Source: an optimization exercise on an open RTL-to-GDS flow (aim: small area, a short achievable clock period and few clock cycles per item). Production flows keep margins and buffers that such runs may drop.
Function was checked by simulation only, so behaviour that the tests miss may differ from the original.

==> flow/run.sh <==
#!/bin/bash
# synth_recipe.tcl (not shown) runs the flow's synth.tcl, then flattens the netlist and writes it again
# the make line also repeats each setting of config.mk as NAME=value (left out here)
make -C /OpenROAD-flow-scripts/flow DESIGN_CONFIG=/design/flow/config.mk WORK_HOME=/design/flow/orfs CLKGATE_MAP_FILE= SYNTH_SCRIPT=/design/flow/synth_recipe.tcl finish
==> flow/config.mk <==
export PLATFORM = sky130hd
export DESIGN_NAME = variable_adjust_chain_alu
export DESIGN_NICKNAME = variable_adjust_chain_alu
export VERILOG_FILES = /design/flow/design.v
export SDC_FILE = /design/flow/constraint.sdc
export NUM_CORES = 4
export LEC_CHECK = 0
export ABC_CLOCK_PERIOD_IN_PS = 3000
export CAP_MARGIN = 20
export CORE_MARGIN = 2
export CORE_UTILIZATION = 40
export PLACE_DENSITY = 0.6
export SETUP_SLACK_MARGIN = 3.5
export SLEW_MARGIN = 20
==> flow/constraint.sdc <==
create_clock -name core_clock -period 7.0 [get_ports {clk}]
set_input_delay 1.4000 -clock core_clock [delete_from_list [all_inputs] [get_ports {clk}]]
set_output_delay 1.4000 -clock core_clock [all_outputs]
set_load 0.01 [all_outputs]
==> flow/design.v <==
`timescale 1ns / 1ps
package vaca_pkg;
    localparam logic [1:0] ADJ_NONE = 2'd0;
    localparam logic [1:0] ADJ_DIV  = 2'd1;
    localparam logic [1:0] ADJ_MOD  = 2'd2;
    localparam logic [1:0] ADJ_ADD  = 2'd3;
    localparam logic [3:0] OP_ADD   = 4'd0;
    localparam logic [3:0] OP_SUB   = 4'd1;
    localparam logic [3:0] OP_SMIN  = 4'd2;
    localparam logic [3:0] OP_SMAX  = 4'd3;
    localparam logic [3:0] OP_UMIN  = 4'd4;
    localparam logic [3:0] OP_UMAX  = 4'd5;
    localparam logic [3:0] OP_SDIV  = 4'd6;
    localparam logic [3:0] OP_SMOD  = 4'd7;
    localparam logic [3:0] OP_UDIV  = 4'd8;
    localparam logic [3:0] OP_UMOD  = 4'd9;
    localparam logic [3:0] OP_MUL   = 4'd10;
    localparam logic [3:0] OP_AND   = 4'd11;
    localparam logic [3:0] OP_OR    = 4'd12;
    localparam logic [3:0] OP_XOR   = 4'd13;
    localparam logic [1:0] SZ_BYTE  = 2'd0;
    localparam logic [1:0] SZ_WORD  = 2'd1;
    localparam logic [2:0] ST_IDLE  = 3'd0;
    localparam logic [2:0] ST_ADD   = 3'd1;
    localparam logic [2:0] ST_ALIGN = 3'd2;
    localparam logic [2:0] ST_ITER  = 3'd3;
    localparam logic [2:0] ST_FIX   = 3'd4;
    localparam logic [2:0] ST_ALU   = 3'd5;
endpackage
`timescale 1ns / 1ps
import vaca_pkg::*;
module variable_adjust_chain_alu
(
    input  logic                clk,
    input  logic                rst_n,
    input  logic                in_valid,
    output logic                in_ready,
    input  logic [173:0]        in_data_bits,
    output logic                out_valid,
    input  logic                out_ready,
    output logic [32:0]         out_data_bits
);
    logic [31:0] f_value, f_mask, f_add, f_divmod, f_start;
    logic [4:0]  f_shift;
    logic [1:0]  f_kind, f_size;
    logic [3:0]  f_op;
    logic        f_chain;
    assign {f_value, f_shift, f_mask, f_add, f_divmod, f_kind, f_op, f_size, f_chain, f_start} = in_data_bits;
    logic [2:0]  state_reg, state_next;
    logic [31:0] acc_reg;
    logic        outv_reg;
    logic [31:0] out_r_reg;
    logic        out_dz_reg;
    logic [31:0] x_reg, r_reg, d_reg;
    logic [1:0]  kind_reg, size_reg;
    logic [3:0]  op_reg;
    logic [4:0]  cnt_reg;
    logic        neg_reg, wrem_reg, phase_reg, mul_reg, dz_reg, sd_reg, sgn_reg;
    assign out_valid     = outv_reg;
    assign out_data_bits = {out_r_reg, out_dz_reg};
    function logic [31:0] sext_size(input logic [31:0] v, input logic [1:0] size);
        logic [31:0] s;
        case (size)
            SZ_BYTE: s = {{24{v[7]}}, v[7:0]};
            SZ_WORD: s = {{16{v[15]}}, v[15:0]};
            default: s = v;
        endcase
        sext_size = s;
    endfunction
    logic [31:0] msk;
    logic        narrow;        
    logic        op_div, op_sgn, op_rem, op_mul, op_simple;
    logic        is_final, out_free, accept, done;
    always_comb
    begin
        case (size_reg)
            SZ_BYTE: msk = 32'h0000_00FF;
            SZ_WORD: msk = 32'h0000_FFFF;
            default: msk = 32'hFFFF_FFFF;
        endcase
        narrow    = (size_reg == SZ_BYTE) || (size_reg == SZ_WORD);
        op_div    = (op_reg == OP_SDIV) || (op_reg == OP_SMOD) || (op_reg == OP_UDIV) || (op_reg == OP_UMOD);
        op_sgn    = (op_reg == OP_SDIV) || (op_reg == OP_SMOD);
        op_rem    = (op_reg == OP_SMOD) || (op_reg == OP_UMOD);
        op_mul    = (op_reg == OP_MUL);
        op_simple = !op_div && !op_mul;
    end
    assign is_final = ((state_reg == ST_ALU) && op_simple) || ((state_reg == ST_FIX) && phase_reg);
    assign out_free = !outv_reg || out_ready;
    assign in_ready = (state_reg == ST_IDLE) || (is_final && !outv_reg);
    assign accept   = in_valid && in_ready;
    assign done     = is_final && out_free;
    logic [31:0] in_shifted;
    assign in_shifted = $signed(f_value) >>> f_shift;
    logic [31:0] a_val, b_val, a_sx, b_sx, a_op, b_op;
    logic        a_top, b_top, cmp_sgn;
    always_comb
    begin
        a_val   = acc_reg & msk;
        b_val   = x_reg & msk;
        a_sx    = sext_size(a_val, size_reg);
        b_sx    = sext_size(b_val, size_reg);
        cmp_sgn = (op_reg == OP_SMIN) || (op_reg == OP_SMAX) || op_sgn;
        a_op    = cmp_sgn ? a_sx : a_val;
        b_op    = cmp_sgn ? b_sx : b_val;
        a_top   = cmp_sgn & a_sx[31];
        b_top   = cmp_sgn & b_sx[31];
    end
    logic        aux_sub;
    logic [32:0] aux_l, aux_r, aux_sum;
    always_comb
    begin
        aux_sub = (state_reg != ST_ADD) && (op_reg != OP_ADD);
        if (state_reg == ST_ADD)
        begin
            aux_l = {1'b0, r_reg};
            aux_r = {1'b0, x_reg};
        end
        else
        begin
            aux_l = {a_top, a_op};
            aux_r = {b_top, b_op};
        end
        aux_sum = aux_l + (aux_sub ? ~aux_r : aux_r) + {32'd0, aux_sub};
    end
    logic        lt, eq, pick_a;
    logic [31:0] alu_res;
    always_comb
    begin
        lt     = aux_sum[32];
        eq     = (a_val == b_val);
        pick_a = ((op_reg == OP_SMIN) || (op_reg == OP_UMIN)) ? lt : (!lt && !eq);
        case (op_reg)
            OP_ADD, OP_SUB:                     alu_res = aux_sum[31:0];
            OP_SMIN, OP_SMAX, OP_UMIN, OP_UMAX: alu_res = pick_a ? a_val : b_val;
            OP_AND:                             alu_res = a_val & b_val;
            OP_OR:                              alu_res = a_val | b_val;
            OP_XOR:                             alu_res = a_val ^ b_val;
            default:                            alu_res = b_val;
        endcase
    end
    logic [31:0] nx_out, nd_in, nd_out, nf_in, nf_out, dext;
    logic        nx_s, nd_s;
    always_comb
    begin
        nx_s   = sgn_reg && x_reg[31];
        nx_out = nx_s ? (32'd0 - x_reg) : x_reg;
        dext = (kind_reg == ADJ_DIV) ? sext_size(d_reg, size_reg) : (d_reg & msk);
        if (state_reg == ST_ALU)
        begin
            nd_in = b_op;
            nd_s  = b_top;
        end
        else
        begin
            nd_in = dext;
            nd_s  = (kind_reg == ADJ_DIV) && dext[31];
        end
        nd_out = nd_s ? (32'd0 - nd_in) : nd_in;
        nf_in  = wrem_reg ? r_reg : x_reg;
        nf_out = neg_reg ? (32'd0 - nf_in) : nf_in;
    end
    logic [31:0] lzx_in;
    logic [5:0]  lz_x, lz_n, lz_d, k_full;
    logic        no_iter, d_zero;
    always_comb
    begin
        lzx_in = x_reg ^ {32{nx_s}};
        lz_x = 6'd32;
        for (int i = 0; i < 32; i++)
            if (lzx_in[i]) lz_x = 6'(31 - i);
        lz_n = lz_x - {5'd0, nx_s};
        lz_d = 6'd32;
        for (int i = 0; i < 32; i++)
            if (d_reg[i]) lz_d = 6'(31 - i);
        no_iter = (lz_n > lz_d);
        k_full  = lz_d - lz_n;
        d_zero  = (d_reg == 32'd0);
    end
    logic [31:0] m_add;
    logic [32:0] m_sum;
    logic        ge;
    always_comb
    begin
        m_add = mul_reg ? (x_reg & {32{d_reg[0]}}) : ~d_reg;
        m_sum = {1'b0, r_reg} + {1'b0, m_add} + {32'd0, !mul_reg};
        ge    = m_sum[32];
    end
    logic        b_zero;
    assign b_zero = (b_val == 32'd0);
    always_comb
    begin
        state_next = state_reg;
        case (state_reg)
            ST_IDLE:  state_next = !accept ? ST_IDLE : (f_kind == ADJ_NONE) ? ST_ALU : ST_ADD;
            ST_ADD:   state_next = ((kind_reg == ADJ_DIV) || (kind_reg == ADJ_MOD)) ? ST_ALIGN : ST_ALU;
            ST_ALIGN: state_next = (d_zero || no_iter) ? ST_FIX : ST_ITER;
            ST_ITER:
            begin
                if (mul_reg ? (d_reg[31:1] == 31'd0) : (cnt_reg == 5'd0))
                    state_next = ST_FIX;
            end
            ST_FIX:
            begin
                if (!phase_reg)
                    state_next = ST_ALU;
                else if (out_free)
                    state_next = !accept ? ST_IDLE : (f_kind == ADJ_NONE) ? ST_ALU : ST_ADD;
            end
            default:  
            begin
                if (op_mul)
                    state_next = ST_ITER;
                else if (op_div)
                    state_next = b_zero ? ST_FIX : ST_ALIGN;
                else if (out_free)
                    state_next = !accept ? ST_IDLE : (f_kind == ADJ_NONE) ? ST_ALU : ST_ADD;
            end
        endcase
    end
    always_ff @(posedge clk or negedge rst_n)
    begin
        if (!rst_n)
            state_reg <= ST_IDLE;
        else
            state_reg <= state_next;
    end
    logic [31:0] res_val;
    assign res_val = ((state_reg == ST_FIX) ? nf_out : alu_res) & msk;
    always_ff @(posedge clk or negedge rst_n)
    begin
        if (!rst_n)
        begin
            acc_reg  <= 32'd0;
            outv_reg <= 1'b0;
        end
        else
        begin
            if (accept && f_chain)
                acc_reg <= f_start;
            else if (done)
                acc_reg <= res_val;
            if (done)
                outv_reg <= 1'b1;
            else if (out_ready)
                outv_reg <= 1'b0;
        end
    end
    always_ff @(posedge clk)
    begin
        if (done)
        begin
            out_r_reg  <= res_val;
            out_dz_reg <= dz_reg;
        end
    end
    always_ff @(posedge clk)
    begin
        if (in_ready)
        begin
            x_reg    <= in_shifted & f_mask;
            r_reg    <= sext_size(f_add, f_size);
            d_reg    <= f_divmod;
            kind_reg <= f_kind;
            op_reg   <= f_op;
            size_reg <= f_size;
            dz_reg   <= 1'b0;
        end
        else
        begin
            case (state_reg)
                ST_ADD:
                begin
                    x_reg     <= aux_sum[31:0];
                    d_reg     <= nd_out;
                    sd_reg    <= nd_s;
                    sgn_reg   <= (kind_reg == ADJ_DIV) || narrow;
                    wrem_reg  <= (kind_reg == ADJ_MOD);
                    phase_reg <= 1'b0;
                    mul_reg   <= 1'b0;
                end
                ST_ALIGN:
                begin
                    x_reg   <= 32'd0;
                    d_reg   <= d_reg << k_full[4:0];
                    cnt_reg <= k_full[4:0];
                    if (d_zero)
                    begin
                        dz_reg  <= 1'b1;
                        r_reg   <= 32'd0;
                        neg_reg <= 1'b0;
                    end
                    else
                    begin
                        r_reg   <= nx_out;
                        neg_reg <= wrem_reg ? nx_s : (nx_s ^ sd_reg);
                    end
                end
                ST_ITER:
                begin
                    d_reg   <= {1'b0, d_reg[31:1]};
                    cnt_reg <= cnt_reg - 5'd1;
                    if (mul_reg)
                    begin
                        r_reg <= m_sum[31:0];
                        x_reg <= {x_reg[30:0], 1'b0};
                    end
                    else
                    begin
                        if (ge)
                            r_reg <= m_sum[31:0];
                        x_reg <= {x_reg[30:0], ge};
                    end
                end
                ST_FIX:
                begin
                    if (!phase_reg)
                        x_reg <= nf_out;
                end
                default:  
                if (!op_simple)
                begin
                    phase_reg <= 1'b1;
                    mul_reg   <= op_mul;
                    wrem_reg  <= op_rem || op_mul;
                    sgn_reg   <= op_sgn;
                    sd_reg    <= nd_s;
                    x_reg     <= a_op;
                    d_reg     <= nd_out;
                    if (op_mul)
                    begin
                        r_reg   <= 32'd0;
                        neg_reg <= 1'b0;
                    end
                    else if (b_zero)
                    begin
                        dz_reg  <= 1'b1;
                        r_reg   <= 32'd0;
                        x_reg   <= 32'd0;
                        neg_reg <= 1'b0;
                    end
                end
            endcase
        end
    end
endmodule
==> reports/summary.txt, run 1 <==
Top_reg_cell synth: edfxtp_1
Final setup TNS: 0 ps
CP max stage delay: 670 ps
EDFF count, synth: 148
Status: finished clean
Total gr overflow: 0
Clock Path Buffers: 2
Clk_skew: 23.5 ps
RSZ-0062 raised after global routing: true
Top fanout value on the critical path: 5
Worst path cell trace: and2_4 > nand4_1 > o41ai_4 > o22ai_2 > o211ai_1 > a2111oi_2 > o22ai_1 > nand2_1 > a31oi_1 > a21oi_2 > ha_4 > inv_4 > fa_2 > buf_12 > buf_12 > mux2i_4 > mux2i_2 > nand2_1 > o21ai_2 > or2_4 > nand3_1 > a21oi_1 > a221oi_1 > o21ai_1
Worst setup EP type: flip-flop
Delay-heaviest family, CP: compound AO/OA/AOI/OAI gates
CP required: 7260 ps
GRT Util Overall: 0.359
Max Slew Vio Count: 0
Maximum clock rate: 0.194 GHz
Die H: 258 um
HPWL after DPL: 89.8 mm
Layout net count: 4175
Final Core Density: 0.547
First-pass GRT wire length: 182 mm
CP Launch Type: flip-flop
Fillcell total: 5924
Share of cells above drive strength 1: 0.248
Largest net degree at the start of global routing: 105
DRT antenna net count: 0
HP Class: reg2reg
Vias/cell: 6.65
Die Span X: 258 um
Syn nets: 3864
Relative slew slack: 0.138
Critical path class: reg2reg
Synth warn: 1
H-tree levels: 4
Clk latency of the worst-skew pair: 530 ps
Bufs and invs on worst path: 3
Vias in the first global route: 28300
Critical Path Stages: 24
Slew @ Worst Pin: 1290 ps
Sequential share of the synthesized area: 0.208
Die area: 66500 sq um
Effective utilization at floorplan: 0.402
R2R cell count: 24
First-iteration detailed-routing DRC count: 4433
Syn Inst Count: 3538
Core Rows: 93
Sink Count: 185
Worst-path cell with the longest stage delay: fa_2
Most frequent cells in the layout: nand2_1 (463), a21oi_1 (285), buf_4 (265)
Clk slew on worst S/H paths: 90 ps
Count of state elements after synthesis: 185
P&R area growth vs syn: 36.0%
CTS Root Cell: clkbuf_16
IO buf count: 212
CTS Buf Count: 17
Detailed Route WL: 128 mm
Post-Syn Area: 25800 sq um
Core ar.: 64100 sq um
Final hold vios: 0
Max-Cap Viols: 0
Initial DRT Pass Iterations: 6
Ys async rst share: 0.195
Distinct cells, synth: 107
Drt wl/cell: 27.0 um
CTS tree: done
Data arrival time of the worst path: 5410 ps
Vias post-DR: 31400
Syn_area_per_cell: 7.29 sq um
Count of final setup violators: 0
Period minus WS final: 5160 ps
Initial antenna violation count: 5
Fin crit share: 0.737
Leading cell type in the layout, fill and taps excluded: nand2_1
Placer congestion estimate: 1.02
I/O pin count: 213
DRC Markers: 0
Hold path cells: 0
## layer usage
metal,track usage,vias to the layer above,wire length [um],part of all wire
li1,-,13700,-,-
met1,0.475,15000,49400,0.39
met2,0.540,2242,54600,0.43
met3,0.0801,503,14800,0.12
met4,0.206,2,8840,0.069
met5,0,-,15,0.00012
## worst register-to-register path: cells and delay by family (launching register included)
family,cells,cell delay (ps)
AOI/OAI and AO/OA,11,1900
and+or+nand+nor,6,1000
adders and majority gates,2,870
DFF,1,480
muxes,2,380
buffers and inverters,3,310
## cell usage after synthesis, types with 30 or more instances
cell	instances	area, sq um
a221oi_1	48	420
mux2i_1	139	1390
xor2_1	66	578
nand2_1	491	1840
mux4_2	30	676
nor4_1	30	188
edfxtp_1	148	4440
a211oi_1	47	353
nand2b_1	39	244
xnor2_1	90	788
buf_1	41	154
o31ai_1	31	233
dfrtp_1	36	901
nand3_1	119	596
clkbuf_1	237	890
a21oi_1	349	1750
nor2_1	299	1120
ha_1	144	1800
a21o_1	37	278
o211ai_1	37	278
a31oi_1	92	576
o21ai_0	324	1620
nor3_1	65	325
inv_1	115	432
## final timing paths
kind                                     start                        to  slack (ps)
max                        x_reg[31]$_DFFE_PP_       d_reg[28]$_DFFE_PP_        1840
max in group asynchronous                rst_n  state_reg[1]$_DFFE_PN0P_        5360
min                        dz_reg$_SDFFE_PN0P_      out_dz_reg$_DFFE_PP_         550
min reg2reg                dz_reg$_SDFFE_PN0P_      out_dz_reg$_DFFE_PP_         550
min in group asynchronous                rst_n   acc_reg[25]$_DFFE_PN0P_         980
max reg2reg                x_reg[31]$_DFFE_PP_       d_reg[28]$_DFFE_PP_        1840
## logic make-up after synthesis
group,after synthesis,synth area share
flops,185,0.208
simple gates,1208,0.213
xor+xnor,156,0.0530
mux,199,0.0933
compound gates,1206,0.293
fa+ha+maj,148,0.0730
buf+inv,436,0.0660
## per-stage QoR
stage	std cells	setup slack [ps]	hold slack (ps)	cell area, sq um
floorplan	3538	2480	409	26500
global placement	4388	1100	531	29000
detailed placement	4388	1040	536	29000
CTS	4599	2020	551	32500
global route	4719	1690	576	35100
finish	4721	1840	549	35100
## timing repair
item / 4_1_cts / 5_1_grt
gates resized for setup: 301 / 329
hold buffers: 0 / 0
pin swaps: 123 / 200
setup buffers: 168 / 113
setup endpoints to repair: 221 / 216
cloned: 11 / 5
## area by class of cell
| cell class | count | area (sq um) | share of cell area |
|---|---|---|---|
| inverter | 126 | 495 | 0.0141 |
| timing repair inverter | 1 | 5.00 | 0.000143 |
| multi-input combinational | 2923 | 21700 | 0.617 |
| clock inverter | 13 | 174 | 0.00496 |
| sequential | 185 | 5370 | 0.153 |
| tap | 855 | 1070 | 0.0305 |
| antenna | 4 | 10.0 | 0.000285 |
| timing repair buffer | 595 | 5830 | 0.166 |
| clock buffer | 19 | 464 | 0.0132 |
Testbench counts, summed over its fixed seeds: cycles 26,983, items 3,200.
==> run 2, diff against run 1 <==
--- a/flow/config.mk
+++ b/flow/config.mk
@@ -5,10 +5,10 @@
 export SDC_FILE = /design/flow/constraint.sdc
 export NUM_CORES = 4
 export LEC_CHECK = 0
-export ABC_CLOCK_PERIOD_IN_PS = 3000
+export ABC_CLOCK_PERIOD_IN_PS = 4000
 export CAP_MARGIN = 20
 export CORE_MARGIN = 2
 export CORE_UTILIZATION = 40
 export PLACE_DENSITY = 0.6
-export SETUP_SLACK_MARGIN = 3.5
+export SETUP_SLACK_MARGIN = 2.5
 export SLEW_MARGIN = 20
==> run 2 against run 1 <==
  * Die area stayed put
  * Flip-flop and latch count unchanged
  * Hold slack lost 15 ps
  * Largest cell class unchanged
  * Critical endpoint is now d_reg[12]$_DFFE_PP_
==> reports/summary.txt, run 2 <==
Status: finished clean (unchanged)
IO buf count: 212 (unchanged)
Syn Inst Count: 3538 (unchanged)
Ys async rst share: 0.195 (unchanged)
Final hold vios: 0 (unchanged)
Placer congestion estimate: 1.02 (about the same)
Total gr overflow: 0 (unchanged)
Clk latency of the worst-skew pair: 530 ps (about the same)
DRC Markers: 0 (unchanged)
Leading cell type in the layout, fill and taps excluded: nand2_1 (unchanged)
Final setup TNS: 0 ps (unchanged)
CP Launch Type: flip-flop (unchanged)
CTS Buf Count: 17 (unchanged)
Syn nets: 3864 (unchanged)
# placed instances: 4391 (was 4388)
Effective utilization at floorplan: 0.402 (unchanged)
CTS tree: done (unchanged)
Worst setup EP type: flip-flop (unchanged)
Synth area leader: edfxtp_1 (unchanged)
Sink Count: 185 (unchanged)
Slew @ Worst Pin: 1250 ps (was 1290 ps)
Syn_area_per_cell: 7.29 sq um (unchanged)
R2R cell count: 24 (unchanged)
RR Startpoint: sgn_reg$_DFFE_PP_ (was x_reg[31]$_DFFE_PP_)
I/O pin count: 213 (unchanged)
HP Class: reg2reg (unchanged)
Core Rows: 93 (unchanged)
Vias in the first global route: 28100 (was 28300)
CP required: 7230 ps (was 7260 ps)
Max-Cap Viols: 0 (unchanged)
Largest net degree at the start of global routing: 63 (was 105)
Initial antenna violation count: 5 (unchanged)
Count of final setup violators: 0 (unchanged)
Min-delay src: dz_reg$_SDFFE_PN0P_ (unchanged)
Drt wl/cell: 26.9 um (was 27.0 um)
Die Span X: 258 um (unchanged)
P&R area growth vs syn: 29.1% (was 36.0%)
Critical path class: reg2reg (unchanged)
Clock Path Buffers: 2 (unchanged)
Non-Filler Instances: 4662 (was 4721)
Most frequent cell after synthesis: nand2_1 (unchanged)
Synth top area share: 0.172 (unchanged)
Die H: 258 um (unchanged)
Max Slew Vio Count: 0 (unchanged)
DRT antenna net count: 0 (unchanged)
Relative slew slack: 0.162 (was 0.138)
Die area: 66500 sq um (unchanged)
Largest cells by area after synthesis: edfxtp_1 (17%), nand2_1 (7.1%), ha_1 (7.0%) (unchanged)
Hold Path Sink: out_dz_reg$_DFFE_PP_ (unchanged)
Multi-input combinational cell area: 20700 sq um (was 21700 sq um)
HPWL after DPL: 90.3 mm (was 89.8 mm)
Core ar.: 64100 sq um (unchanged)
RSZ-0062 raised after global routing: true (unchanged)
GRT Util Overall: 0.355 (was 0.359)
Sequential share of the synthesized area: 0.208 (unchanged)
First-iteration detailed-routing DRC count: 4121 (was 4433)
Period minus WS final: 5050 ps (was 5160 ps)
H-tree levels: 4 (unchanged)
Vias/cell: 6.63 (was 6.65)
Synth cell count leaders: nand2_1 (491), a21oi_1 (349), o21ai_0 (324) (unchanged)
Clk slew on worst S/H paths: 80 ps (was 90 ps)
Top fanout value on the critical path: 25 (was 5)
Count of state elements after synthesis: 185 (unchanged)
Synth warn: 1 (unchanged)
Reg area: 5370 sq um (about the same)
Layout net count: 4119 (was 4175)
EDFF count, synth: 148 (unchanged)
Post-Syn Area: 25800 sq um (unchanged)
Distinct cells, synth: 107 (unchanged)
Detailed Route WL: 125 mm (was 128 mm)
First-pass GRT wire length: 180 mm (was 182 mm)
Initial DRT Pass Iterations: 6 (unchanged)
R2R Path End: d_reg[12]$_DFFE_PP_ (was d_reg[28]$_DFFE_PP_)
Data arrival time of the worst path: 5280 ps (was 5410 ps)
Top_reg_cell synth: edfxtp_1 (unchanged)
Vias post-DR: 30900 (was 31400)
Share of cells above drive strength 1: 0.202 (was 0.248)
Fin crit share: 0.722 (was 0.737)
Maximum clock rate: 0.198 GHz (was 0.194 GHz)
Fillcell total: 6261 (was 5924)
Clk_skew: 23.8 ps (was 23.5 ps)
Most frequent cells in the layout: nand2_1 (472), a21oi_1 (308), nor2_1 (272) (was nand2_1 (463), a21oi_1 (285), buf_4 (265))
CTS Root Cell: clkbuf_16 (unchanged)
Hold path cells: 0 (unchanged)
Hold_buf cts: 0 (unchanged)
[run 2: cell count changes in the layout (fill, tap and decap cells not counted), moves of 12 or more]
cell	before	now
o21ai_0	243	268
xnor2_1	73	86
a21oi_1	285	308
buf_6	79	48
o21ai_1	59	45
buf_4	265	253
a21oi_2	53	34
[run 2: worst max path at each step]
stage | start | to | slack (ps) | depth (start not counted)
floorplan | op_reg[2]$_DFFE_PN_ | out_r_reg[27]$_DFFE_PP_ | 2470 | 18
global placement | x_reg[31]$_DFFE_PP_ | d_reg[13]$_DFFE_PP_ | 970 | 21
finish | sgn_reg$_DFFE_PP_ | d_reg[12]$_DFFE_PP_ | 1950 | 24
CTS | sgn_reg$_DFFE_PP_ | d_reg[21]$_DFFE_PP_ | 2060 | 21
detailed placement | x_reg[31]$_DFFE_PP_ | d_reg[13]$_DFFE_PP_ | 900 | 21
global route | x_reg[1]$_DFFE_PP_ | d_reg[15]$_DFFE_PP_ | 1610 | 24
[run 2: per-layer routing]
metal | routed length (um) | vias up | track usage
met3 | 13100 | 522 | 0.0674
met1 | 48400 | 14700 | 0.461
li1 | - | 13600 | -
met2 | 55100 | 2109 | 0.551
met5 | 28 | - | 0
met4 | 8790 | 4 | 0.208
[run 2: final cells by class]
cell class / instances / area share
Inverter: 126 / 0.0145
Tap cell: 855 / 0.0321
Antenna cell: 1 / 0.0000751
Multi-Input combinational cell: 2919 / 0.621
Timing Repair Buffer: 543 / 0.154
Clock buffer: 18 / 0.0132
Clock inverter: 14 / 0.00398
Timing Repair inverter: 1 / 0.000188
Sequential cell: 185 / 0.161
[run 2: cell families after synthesis]
logic type,count (synthesis),synth area share
AOI/OAI and AO/OA,1206,0.293
muxes,199,0.0933
buffers and inverters,436,0.0660
DFF,185,0.208
xor gates and xnor gates,156,0.0530
adders and majority gates,148,0.0730
and+or+nand+nor,1208,0.213
[run 2: what timing repair did]
item,4_1_cts,5_1_grt
setup endpoints to repair,158,148
pin swaps,128,167
setup buffers,154,75
cloned,5,4
gates resized for setup,253,239
[run 2: stage by stage]
step	worst slack [ps]	hold slack [ps]	area, sq um	util
after detailed placement	898	523	28600	0.447
after global routing	1610	522	33300	0.519
after floorplan	2470	409	26000	-
after CTS	2060	536	31600	0.492
after global placement	969	519	28600	0.447
final	1950	534	33300	0.519
[run 2: critical path, cell delays in order, from the launching register on]
cell and delay, ps:
edfxtp_1 460, and2_4 240, buf_4 130, buf_8 170, nand3_2 130, o22ai_2 230
a2111oi_2 90, o22ai_1 170, nand2_1 130, a211oi_2 200, a21oi_1 90, ha_2 430
inv_2 60, fa_2 670, buf_12 160, buf_6 110, mux2i_4 230, mux2i_1 120
nand2_1 110, o21ai_2 100, or2_4 260, a32oi_1 170, nor2_1 60, a21oi_1 150
a21oi_1 80

## static timing again, ports no longer ideal
No port has a modelled driver above. Below, the same layouts with a new extraction and two added sets of constraints.
Step 1 (the two cells are an assumption about what drives the block):
set clk [get_ports {clk}]
set_driving_cell -lib_cell sky130_fd_sc_hd__clkbuf_16 $clk
set_driving_cell -lib_cell sky130_fd_sc_hd__buf_2 [delete_from_list [all_inputs] $clk]
Step 2 times the ports against the registers' clock, not the clock port: input delays grow and output delays shrink by t, the midpoint of the rising clock arrivals with the driver on.
a / b / c = ideal ports / drivers / drivers and shift; a / b = the first two.
run	shift t [ns]	slack for setup (ns)	worst setup path after step 2	pins driven straight from the clock port
run 1	0.583	1.843 / 1.843 / 1.843	register to register	1
run 2	0.588	1.949 / 1.949 / 1.949	register to register	1
After both steps every run listed still meets setup and hold.
